Background: an optimization exercise with open tools, aiming at small area, a short achievable clock period and few clock cycles per item. Do not read the settings as production practice. RTL that was checked went through simulation tests only; none was proved equivalent to the original. No functional check of the RTL was part of run 1.

==> flow/design.v (outline; a module is shown in full before it is edited, if it fits) <==
// module iir_chan_sched: 1030 lines
// module iir_fa: 10 lines
// module iir_ha: 9 lines
// module iir_add59: 344 lines
// module iir_add59hi: 317 lines
// module iir_add34x3: 177 lines
module iir_chan_sched #(
    parameter int                 NCH   = 4,
    parameter int                 SHIFT = 27,
    parameter logic signed [31:0] B1    = 32'sd25109419,
    parameter logic signed [31:0] B2    = 32'sd0,
    parameter logic signed [31:0] B3    = -32'sd25109419,
    parameter logic signed [31:0] A2    = -32'sd187539761,
    parameter logic signed [31:0] A3    = 32'sd83998890,
    localparam int                CW    = $clog2(NCH)
) (
    input  logic                 clk_i,
    input  logic                 reset_i,
    input  logic                 clr_valid_i,
    input  logic [CW-1:0]        clr_ch_i,
    input  logic                 in_valid_i,
    output logic                 in_ready_o,
    input  logic signed [31:0]   in_x_i,
    input  logic [CW-1:0]        in_ch_i,
    output logic                 out_valid_o,
    input  logic                 out_ready_i,
    output logic signed [31:0]   out_y_o,
    output logic [CW-1:0]        out_ch_o
);
  // ...
==> flow/flow/run.sh <==
#!/bin/bash
set -o pipefail
bash standard.sh SETUP_SLACK_MARGIN=9.8 TNS_END_PERCENT=5 \
  "BUFFER_PORTS_ARGS=-buffer_cell sky130_fd_sc_hd__buf_4" finish 2>&1 | tee standard_run.log
==> flow/standard.sh <==
#!/bin/bash
# synth_recipe.tcl (not shown) runs the flow's synth.tcl, then flattens the netlist and writes it again
# the make line also repeats each setting of config.mk as NAME=value (left out here)
make -C /OpenROAD-flow-scripts/flow DESIGN_CONFIG=/design/flow/config.mk WORK_HOME=/design/flow/orfs CLKGATE_MAP_FILE= SYNTH_SCRIPT=/design/flow/synth_recipe.tcl "${@:-finish}"
==> flow/config.mk <==
export PLATFORM = sky130hd
export DESIGN_NAME = iir_chan_sched
export DESIGN_NICKNAME = iir_chan_sched
export VERILOG_FILES = /design/flow/design.v
export SDC_FILE = /design/flow/constraint.sdc
export NUM_CORES = 4
export LEC_CHECK = 0
export CAP_MARGIN = 20
export CORE_MARGIN = 2
export CORE_UTILIZATION = 45
export CTS_CLUSTER_DIAMETER = 100
export CTS_CLUSTER_SIZE = 24
export SLEW_MARGIN = 20
export SYNTH_HIERARCHICAL = 1
==> flow/constraint.sdc <==
create_clock -name core_clock -period 14.0 [get_ports {clk_i}]
set_input_delay 2.8000 -clock core_clock [delete_from_list [all_inputs] [get_ports {clk_i}]]
set_output_delay 2.8000 -clock core_clock [all_outputs]
set_load 0.01 [all_outputs]
==> results.toml, run 1 <==
[layout]
multi_input_comb_cells = 2515
fin_area_sq_um = 55500
dominant_cells = "multi-input gates"
nClkBuffers = 65
buffer_area_frac = 0.0115
sh_seq_area = 0.401

[setup_path]
worstPathRequired_ps = 11200
cp_cell_sequence = "buf_4"
crit_buf_inv = 1
arrival_ps = 1380

[timing]
setup_viol = 0

[clock_tree]
clock-sinks = 1071
cts_resized = 5

[place]
dpl_cell_area_sq_um = 53900

[synth]
synthSimpleGateAreaFrac = 0.0483
synth_edf_count = 69
synth_top_cell_area_share = 0.381
yosys.area.top_type = "dfxtp_1"
muxShareOfSynthArea = 0.0269

[routing]
drt-total-wl_um = 127000
met3_length_um = 8120

[die]
die_w_um = 343
die_y_um = 343

[global_routing]
grt_pass1_wl_um = 193000
use_met2 = 0.345
grt_busiest_layer = "met2"
grt_max_degree = 69

[run_status]
run_status = "complete, no violations"
==> inputs of run 2 (changes only) <==
--- a/flow/design.v
+++ b/flow/design.v
@@ -41,19 +41,28 @@
     logic       sp_n, rdy_d;
     assign take_s = in_valid_i & in_ready_q & ~clr_req;
     assign take_c = clr_req & in_ready_q;
     assign disp   = hv_q & (hch_q == ph_q) & (hclr_q | (cnt_q != 2'(CAP)));
     assign hold   = hv_q & ~disp;
     assign hv_d   = hold | take_s | take_c;
     assign hclr_d = hold ? hclr_q : clr_req;
     assign hch_d  = hold ? hch_q : (clr_req ? clr_ch : in_ch_i);
-    assign cnt_d  = cnt_q + 2'(disp & ~hclr_q) - 2'(pop);
+    logic       inc, full_np;
+    assign inc     = disp & ~hclr_q;
+    assign full_np = inc ? (cnt_q == 2'(CAP - 1)) : (cnt_q == 2'(CAP));
+    always_comb begin
+        case ({inc, pop})
+            2'b10:   cnt_d = cnt_q + 2'd1;
+            2'b01:   cnt_d = cnt_q - 2'd1;
+            default: cnt_d = cnt_q;
+        endcase
+    end
     assign ph_n   = ph_q + 2'd1;
-    assign sp_n   = (cnt_d != 2'(CAP));
+    assign sp_n   = pop | ~full_np;
     always_comb begin
         if (hold)
             rdy_d = (hch_q == ph_n) & (hclr_q | sp_n);
         else if (clr_req)
             rdy_d = (clr_ch == ph_n);
         else if (in_valid_i)
             rdy_d = (in_ch_i == ph_n) & sp_n;
         else
==> results.toml, run 2 <==
[die]
dieArea_sq_um = 117000
die_w_um = 342
die_y_um = 342
fp-row-count = 124
start_util = 0.452
ios = 77
core_sq_um = 114000

[place]
dpl.hpwl_um = 103000
io_buffers = 76
place_inst = 5505
gp_congestion = 0.967

[layout]
fin_cells = 5585
top_regs = "s1_q x236, s2_q x236, oe_q x102"
final_core_util = 0.488
final_common_cell = "dfxtp_1"
layout.nets = 5127
drive_gt1_frac = 0.0695
syn2layout_area_growth_pct = 7.97
layout.cells.most_common_list = "dfxtp_1, fa_1, ha_1"
fillers = 10190

[timing]
setup_viol = 0
tns_ps = 0
max_freq_mhz = 239
relSlewSlack = 0.318
drv_slew = 0
fin_crit_ps = 4190
worst_pin_slew_ps = 1020
timing.final.crit_share = 0.299
final-hold-violation-count = 0
skew_ps = 40.5
rsz0062_at_grt = "yes"

[clock_tree]
clkTransAtPathRegs_ps = 100
htreeDepth = 2
clock-sinks = 1071
cts_hold_buf = 0
clock_path_buffers = 3
cts_root_buf = "clkbuf_16"
cts_buffers = 54
clock_latency_ps = 690
cts_tree = "built"

[global_routing]
grt_pass1_vias = 30400
gr-total-overflow = 0
grt_pass1_wl_um = 194000
antenna_found_initial = 1
grt_max_degree = 69
track_usage = 0.223

[synth]
synth.avg_cell_area_sq_um = 13.1
yosysWarnings = 11
yosys.area.top_type = "dfxtp_1"
synth_cell_types = 80
synth_area_leaders = "dfxtp_1, fa_1, ha_1"
syn_area_sq_um = 51500
synthArstFlopShare = 0.0196
synth_top_cells_by_count = "dfxtp_1, fa_1, ha_1"
synth-seq-cells = 1071
ys.flop_type = "dfxtp_1"
synth.most_common_cell = "dfxtp_1"
seq_area_frac_synth = 0.432
synth_top_cell_area_share = 0.381
synth_edf_count = 69
synth_cells = 3927

[run_status]
run_status = "complete, no violations"

[setup_path]
worstPathRequired_ps = 11200
ff2ff_setup_slack_ps = 9930
cp_top_family = "flip-flops"
worstSetupStartpointType = "flop"
cp_cell_sequence = "buf_4"
max_stage_delay_ps = 510
worstSetupEndpointType = "output pin"
path_max_fanout = 9
arrival_ps = 1390
slowest_stage = "dfrtp_2"
critPathKind = "flop to output pin"
crit_buf_inv = 1

[routing]
ant_nets = 0
vias = 28892
viasPerCell = 5.17
drtPass1Iterations = 5
drc = 0
drt-initial-drc-count = 2309
drt-total-wl_um = 127000
wl_per_cell_um = 22.7

[worst_hold_path]
hold_path_class = "flop to flop"

[job]
drv_cap = 0
run 2: cell types whose count changed in the layout (fill, tap and decap cells not counted), sizes merged, moves of 2 or more:
cell / previous run / this run
nand2: 140 / 103
a21oi: 187 / 223
nor2: 138 / 173
o21ai: 121 / 88
clkinv: 2 / 7
xnor2: 121 / 125
buf: 85 / 88
nand3: 40 / 43
a31oi: 16 / 18
clkbuf: 65 / 63
nand2b: 20 / 22
nor3b: 6 / 4
run 2: cell type report:
| cell class | instances | area (sq um) | area share |
|---|---|---|---|
| multi-input combinational | 2520 | 28000 | 0.504 |
| sequential | 1071 | 22300 | 0.400 |
| tap | 1512 | 1890 | 0.0340 |
| clock buffer | 63 | 1420 | 0.0255 |
| inverter | 316 | 1190 | 0.0213 |
| timing repair buffer | 88 | 664 | 0.0119 |
| clock inverter | 14 | 189 | 0.00340 |
| antenna | 1 | 2.50 | 0.0000450 |
run 2: through the flow:
| step | hold slack, ps | cell area [sq um] | worst slack, ps |
|---|---|---|---|
| after floorplan | 310 | 51700 | 10060 |
| after global placement | 310 | 54000 | 9070 |
| after detailed placement | 312 | 54000 | 9060 |
| after CTS | 321 | 55600 | 9770 |
| after global routing | 322 | 55600 | 9750 |
| final | 321 | 55600 | 9810 |
run 2: worst paths after layout:
check,start,endpoint,cells past startpoint
setup / recovery,ov_q[0],out_valid_o,1
hold / removal,s2_q[1][22],s2_q[2][22],0
setup reg to reg,pb_q[4],oe_q[1][30],14
hold reg to reg,s2_q[1][22],s2_q[2][22],0
max in group asynchronous,reset_i,ve_q,2
min in group asynchronous,reset_i,ov_q[0],2
run 2: modules after synthesis (local to each module, per instance):
module,cells inside,cell area [sq um],copies in the design,flip-flops and latches
iir_add59,310,2390,3,0
iir_add59hi,235,1870,1,0
iir_ha,1,12.5,84,0
iir_chan_sched,1832,26700,1,1071
iir_fa,1,20.0,667,0
iir_add34x3,179,1410,1,0
run 2: timing repair:
action                     CTS  global route
gates cloned                 0             0
pin swaps                    0             4
buffers inserted             0             2
setup endpoints to repair   67            14
resized for setup            6             3
run 2: cell families after synthesis:
logic type	count (synthesis)	synth area share
compound gates	608	0.0790
xor+xnor	196	0.0333
fa+ha+maj	1035	0.352
buf+inv	376	0.0288
flops	1071	0.432
mux	131	0.0269
other cells	2	0.000146
simple gates	508	0.0481
run 2: per-layer routing:
metal / track usage / share of wire / wire length, um / vias up
met5: 0 / 0 / 0 / -
met4: 0.0669 / 0.034 / 4300 / 0
met3: 0.0352 / 0.050 / 6330 / 208
met2: 0.351 / 0.45 / 57300 / 747
met1: 0.319 / 0.47 / 59000 / 14609
li1: - / - / - / 13328
Testbench counts of run 2, summed over its fixed seeds: cycles 3,224, items 3,200.
==> inputs of run 3 (changes only) <==
==> flow/flow/run.sh (replaced) <==
#!/bin/bash
set -o pipefail
bash standard.sh SETUP_SLACK_MARGIN=9.9 TNS_END_PERCENT=5 \
  "BUFFER_PORTS_ARGS=-buffer_cell sky130_fd_sc_hd__buf_4" finish 2>&1 | tee standard_run.log
--- a/flow/config.mk
+++ b/flow/config.mk
@@ -7,7 +7,7 @@
 export LEC_CHECK = 0
 export CAP_MARGIN = 20
 export CORE_MARGIN = 2
-export CORE_UTILIZATION = 45
+export CORE_UTILIZATION = 55
 export CTS_CLUSTER_DIAMETER = 100
 export CTS_CLUSTER_SIZE = 24
 export SLEW_MARGIN = 20
==> results.toml, run 3 <==
[layout]
layout.nets = 5137
final_common_cell = "dfxtp_1"
syn2layout_area_growth_pct = 7.18
drive_gt1_frac = 0.0696
fillers = 7555
top_regs = "s1_q x236, s2_q x236, oe_q x102"
layout.cells.most_common_list = "dfxtp_1, fa_1, ha_1"
fin_cells = 5338

[setup_path]
timing.rr.end = "oe_q[1][16]"
worstSetupStartpointType = "flop"
cp_top_family = "flip-flops"
cp_cell_sequence = "buf_6"
path_max_fanout = 2
ff2ff_setup_slack_ps = 10180
worstSetupEndpointType = "output pin"
reg2reg_from = "pb_q[4]"
worstPathRequired_ps = 11200
crit_buf_inv = 1
critPathKind = "flop to output pin"
slowest_stage = "dfstp_2"
max_stage_delay_ps = 550
rr_worst_depth = 13
arrival_ps = 1320

[timing]
fin_ws_ps = 9880
fin_crit_ps = 4120
final-hold-violation-count = 0
skew_ps = 26.1
relSlewSlack = 0.330
max_freq_mhz = 242
drv_slew = 0
tns_ps = 0
timing.final.crit_share = 0.295
worst_pin_slew_ps = 1000
rsz0062_at_grt = "yes"
setup_viol = 0

[clock_tree]
clock_path_buffers = 3
clkTransAtPathRegs_ps = 90
cts_root_buf = "clkbuf_16"
htreeDepth = 2
cts_hold_buf = 0
clock-sinks = 1071
clock_latency_ps = 690
cts_buffers = 51
cts_tree = "built"

[routing]
wl_per_cell_um = 22.9
viasPerCell = 5.30
ant_nets = 0
drt-initial-drc-count = 1901
drc = 0
vias = 28304
drtPass1Iterations = 5
drt-total-wl_um = 122000

[synth]
syn_area_sq_um = 51500
synth-seq-cells = 1071
yosys.area.top_type = "dfxtp_1"
ys.flop_type = "dfxtp_1"
synth_edf_count = 69
synth_cell_types = 80
synth.most_common_cell = "dfxtp_1"
synth_top_cells_by_count = "dfxtp_1, fa_1, ha_1"
synthArstFlopShare = 0.0196
seq_area_frac_synth = 0.432
synth_top_cell_area_share = 0.381
synth_area_leaders = "dfxtp_1, fa_1, ha_1"
yosysWarnings = 11
synth.avg_cell_area_sq_um = 13.1
synth_cells = 3927

[die]
die_y_um = 310
die_w_um = 310
ios = 77
dieArea_sq_um = 96100
start_util = 0.554
fp-row-count = 112
core_sq_um = 93000

[run_status]
run_status = "complete, no violations"

[global_routing]
antenna_found_initial = 2
grt_pass1_wl_um = 188000
track_usage = 0.267
grt_max_degree = 69
grt_pass1_vias = 29392
gr-total-overflow = 0

[place]
dpl.hpwl_um = 96700
io_buffers = 76
place_inst = 5261
pre_cts_slack_ps = 9240
gp_congestion = 1.03

[worst_hold_path]
min_delay_worst_endpoint = "s2_q[3][34]"
hold_path_class = "flop to flop"
hp-start = "s2_q[2][34]"
holdPathStages = 0

[job]
drv_cap = 0
run 3: cell types whose count changed in the layout (fill, tap and decap cells not counted), moves of 3 or more:
| cell | before | now |
|---|---|---|
| buf_4 | 87 | 99 |
| clkbuf_1 | 7 | 15 |
| clkbuf_16 | 55 | 52 |
| clkinv_2 | 4 | 1 |
| diode_2 | 1 | 4 |
run 3: per-layer routing:
layer  vias up  GRT usage  part of all wire
li1      13345          -                 -
met1     13850      0.420              0.49
met5         -          0                 0
met4         0     0.0985             0.042
met3       224     0.0532             0.070
met2       885      0.363              0.39
run 3: worst max path at each step:
| stage | from | to | slack (ps) | depth (start not counted) |
|---|---|---|---|---|
| floorplan | out_ready_i | oe_q[2][0] | 10060 | 3 |
| global placement | out_ready_i | oe_q[1][4] | 9270 | 6 |
| detailed placement | out_ready_i | oe_q[1][4] | 9240 | 6 |
| CTS | pb_q[4] | oe_q[1][19] | 9780 | 13 |
| global route | in_ready_q | in_ready_o | 9830 | 1 |
| finish | in_ready_q | in_ready_o | 9880 | 1 |
run 3: cell type report:
cell class                      instances  area (sq um)  area share
Inverter                              316          1190      0.0215
Antenna cell                            4          10.0    0.000181
Clock buffer                           67          1360      0.0246
Timing Repair Buffer                  101           774      0.0140
Clock inverter                          5          61.3     0.00111
Sequential cell                      1071         22300       0.403
Multi-Input combinational cell       2520         28000       0.507
Tap cell                             1254          1570      0.0284
run 3: cell families (layout without fill, tap and decap cells):
group,after synthesis,count (layout),share of synthesized area
compound gates,608,608,0.0790
xor+xnor,196,196,0.0333
fa+ha+maj,1035,1035,0.352
buf+inv,376,489,0.0288
flops,1071,1071,0.432
mux,131,131,0.0269
other cells,2,46,0.000146
simple gates,508,508,0.0481
run 3: what timing repair did:
| item | 4_1_cts | 5_1_grt |
|---|---|---|
| setup endpoints to repair | 17 | 66 |
| resized for setup | 2 | 6 |
| setup buffers | 1 | 0 |
| gates cloned | 0 | 0 |
run 3: per-module statistics from Yosys (local to each module, per instance):
module | cells | area, sq um | times used | flip-flops and latches
iir_chan_sched | 1832 | 26700 | 1 | 1071
iir_add59 | 310 | 2390 | 3 | 0
iir_add59hi | 235 | 1870 | 1 | 0
iir_add34x3 | 179 | 1410 | 1 | 0
iir_fa | 1 | 20.0 | 667 | 0
iir_ha | 1 | 12.5 | 84 | 0
run 3: metrics by stage:
step | utilization | cell area, sq um | hold WS [ps]
after global routing | 0.593 | 55200 | 325
final | 0.593 | 55200 | 320
after detailed placement | 0.578 | 53700 | 312
after CTS | 0.593 | 55200 | 326
after floorplan | - | 51700 | 310
after global placement | 0.577 | 53700 | 310
==> inputs of run 4 (changes only) <==
--- a/flow/config.mk
+++ b/flow/config.mk
@@ -7,7 +7,7 @@
 export LEC_CHECK = 0
 export CAP_MARGIN = 20
 export CORE_MARGIN = 2
-export CORE_UTILIZATION = 55
+export CORE_UTILIZATION = 50
 export CTS_CLUSTER_DIAMETER = 100
 export CTS_CLUSTER_SIZE = 24
 export SLEW_MARGIN = 20
==> results.toml, run 4 <==
[run_status]
run_status = "complete, no violations"

[setup_path]
worstPathRequired_ps = 11200
arrival_ps = 1350
worstSetupEndpointType = "output pin"
critPathKind = "flop to output pin"
slowest_stage = "dfstp_2"
cp_top_family = "flip-flops"
worstSetupStartpointType = "flop"
crit_buf_inv = 1
path_max_fanout = 2
cp_cell_sequence = "buf_6"
max_stage_delay_ps = 570

[synth]
synthArstFlopShare = 0.0196
synthSimpleGateAreaFrac = 0.0481
synth_top_cells_by_count = "dfxtp_1, fa_1, ha_1"
synth.avg_cell_area_sq_um = 13.1
synth_top_family_by_area = "adder cells"
synth_adder_area_share = 0.352
yosys.area.top_type = "dfxtp_1"
synth_area_leaders = "dfxtp_1, fa_1, ha_1"
synth_xor_area_frac = 0.0333
ys.flop_type = "dfxtp_1"
synth-seq-cells = 1071
synth_top_cell_area_share = 0.381
yosysWarnings = 11
seq_area_frac_synth = 0.432
synth_compound_area_frac = 0.0789
muxShareOfSynthArea = 0.0269
syn_area_sq_um = 51500
synth_cell_types = 80
synth_edf_count = 69
synth_cells = 3927
synth.most_common_cell = "dfxtp_1"

[clock_tree]
cts_tree = "built"
cts_buffers = 51
clock_path_buffers = 3
htreeDepth = 2
clock_latency_ps = 680
clock-sinks = 1071
cts_root_buf = "clkbuf_16"
clkTransAtPathRegs_ps = 100

[place]
gp_congestion = 1.02
place_inst = 5374
dpl.hpwl_um = 99300
dpl_cell_area_sq_um = 53900
io_buffers = 76

[die]
die_w_um = 325
start_util = 0.505
dieArea_sq_um = 106000
die_y_um = 325
core_sq_um = 102000
ios = 77
fp-row-count = 117

[layout]
multi_input_area_sq_um = 28000
fillers = 8647
regArea_sq_um = 22300
fin_cells = 5447
fin_area_sq_um = 55400
final_common_cell = "dfxtp_1"
top_regs = "s1_q x236, s2_q x236, oe_q x102"
final_core_util = 0.543
syn2layout_area_growth_pct = 7.52
layout.nets = 5137
layout.cells.most_common_list = "dfxtp_1, fa_1, ha_1"
drive_gt1_frac = 0.0694

[routing]
drt-initial-drc-count = 2155
drc = 0
drt-total-wl_um = 124000
viasPerCell = 5.18
vias = 28191
wl_met2_um = 50800
wl_per_cell_um = 22.8
ant_nets = 0
wl_met1_um = 62700
top_layer = "met4"
drtPass1Iterations = 5
met3_length_um = 6180

[timing]
fin_crit_ps = 4150
relSlewSlack = 0.384
tns_ps = 0
max_freq_mhz = 241
rsz0062_at_grt = "yes"
worst_pin_slew_ps = 925
skew_ps = 23.0
final-hold-violation-count = 0
timing.final.crit_share = 0.296
drv_slew = 0
setup_viol = 0

[global_routing]
gr-total-overflow = 0
grt_pass1_wl_um = 189000
grt_pass1_vias = 28848
track_usage = 0.241
grt_max_degree = 69
antenna_found_initial = 2

[worst_hold_path]
hold_path_class = "flop to flop"

[job]
drv_cap = 0
[run 4: cell counts after synthesis]
Identical to the previous run, type by type.
[run 4: through the flow]
step | setup slack, ps | hold slack [ps]
final | 9850 | 328
after global routing | 9790 | 334
after CTS | 9790 | 331
after detailed placement | 9330 | 312
after global placement | 9350 | 310
after floorplan | 10060 | 310
[run 4: timing repair]
item | 4_1_cts | 5_1_grt
gates cloned | 0 | 0
buffers inserted | 0 | 1
hold buffers | 0 | 0
resized for setup | 3 | 4
setup endpoints to repair | 13 | 43
[run 4: Yosys stat by module (local to each module, per instance)]
module	cell area [sq um]	copies in the design
iir_chan_sched	26700	1
iir_add59	2390	3
iir_add59hi	1870	1
iir_add34x3	1410	1
iir_fa	20.0	667
iir_ha	12.5	84
[run 4: final timing paths]
| check | depth (start not counted) | slack, ps | start | to |
|---|---|---|---|---|
| hold reg to reg | 0 | 330 | s1_q[2][14] | s1_q[3][14] |
| min in group asynchronous | 2 | 2310 | reset_i | cnt_q[0] |
| hold / removal | 0 | 330 | s1_q[2][14] | s1_q[3][14] |
| max in group asynchronous | 2 | 11060 | reset_i | ve_q |
| setup / recovery | 1 | 9850 | in_ready_q | in_ready_o |
| setup reg to reg | 13 | 10050 | pb_q[4] | oe_q[1][30] |
[run 4: cells by family after synthesis]
| group | Yosys count |
|---|---|
| AO/OA/AOI/OAI | 608 |
| XOR/XNOR | 196 |
| adder cells (fa/ha/maj) | 1035 |
| buffers and inverters | 376 |
| flip-flops | 1071 |
| multiplexers | 131 |
| other | 2 |
| AND/OR/NAND/NOR | 508 |
[run 4: area by class of cell]
class	instances	area share
diodes	1	0.0000452
clock buffers	67	0.0251
clock inverters	3	0.00104
inverters	316	0.0214
multi-input cells	2520	0.506
flip-flops and latches	1071	0.402
well taps	1368	0.0309
repair buffers	101	0.0140
[run 4: per-layer routing]
layer | track usage | vias up
met5 | 0 | -
met4 | 0.0746 | 0
met3 | 0.0370 | 197
met2 | 0.342 | 743
met1 | 0.377 | 13919
li1 | - | 13332

## what the ideal ports hide
How much do the figures lean on ideal ports? The routed layouts below were timed once more, with nothing changed but the port constraints.
Step 1 (the two cells are an assumption about what drives the block):
set clk [get_ports {clk_i}]
set_driving_cell -lib_cell sky130_fd_sc_hd__clkbuf_16 $clk
set_driving_cell -lib_cell sky130_fd_sc_hd__buf_2 [delete_from_list [all_inputs] $clk]
Step 2 times the ports against the registers' clock, not the clock port: input delays grow and output delays shrink by t, the midpoint of the rising clock arrivals with the driver on.
Three values: ideal, step 1, step 2; two values: the first two.
run | t, ns | slack for setup (ns) | hold WS [ns]
run 1 | 0.751 | 9.823 / 9.751 / 9.179 | 0.301 / 0.301 / 0.301
run 2 | 0.738 | 9.814 / 9.744 / 9.357 | 0.321 / 0.321 / 0.321
run 3 | 0.746 | 9.875 / 9.804 / 9.248 | 0.320 / 0.320 / 0.320
run 4 | 0.734 | 9.849 / 9.779 / 9.362 | 0.328 / 0.328 / 0.328
After both steps setup and hold are still met in every run listed. The setup slack of run 1, which loses most, moves by -0.072 ns with the drivers and by -0.644 ns with both steps.
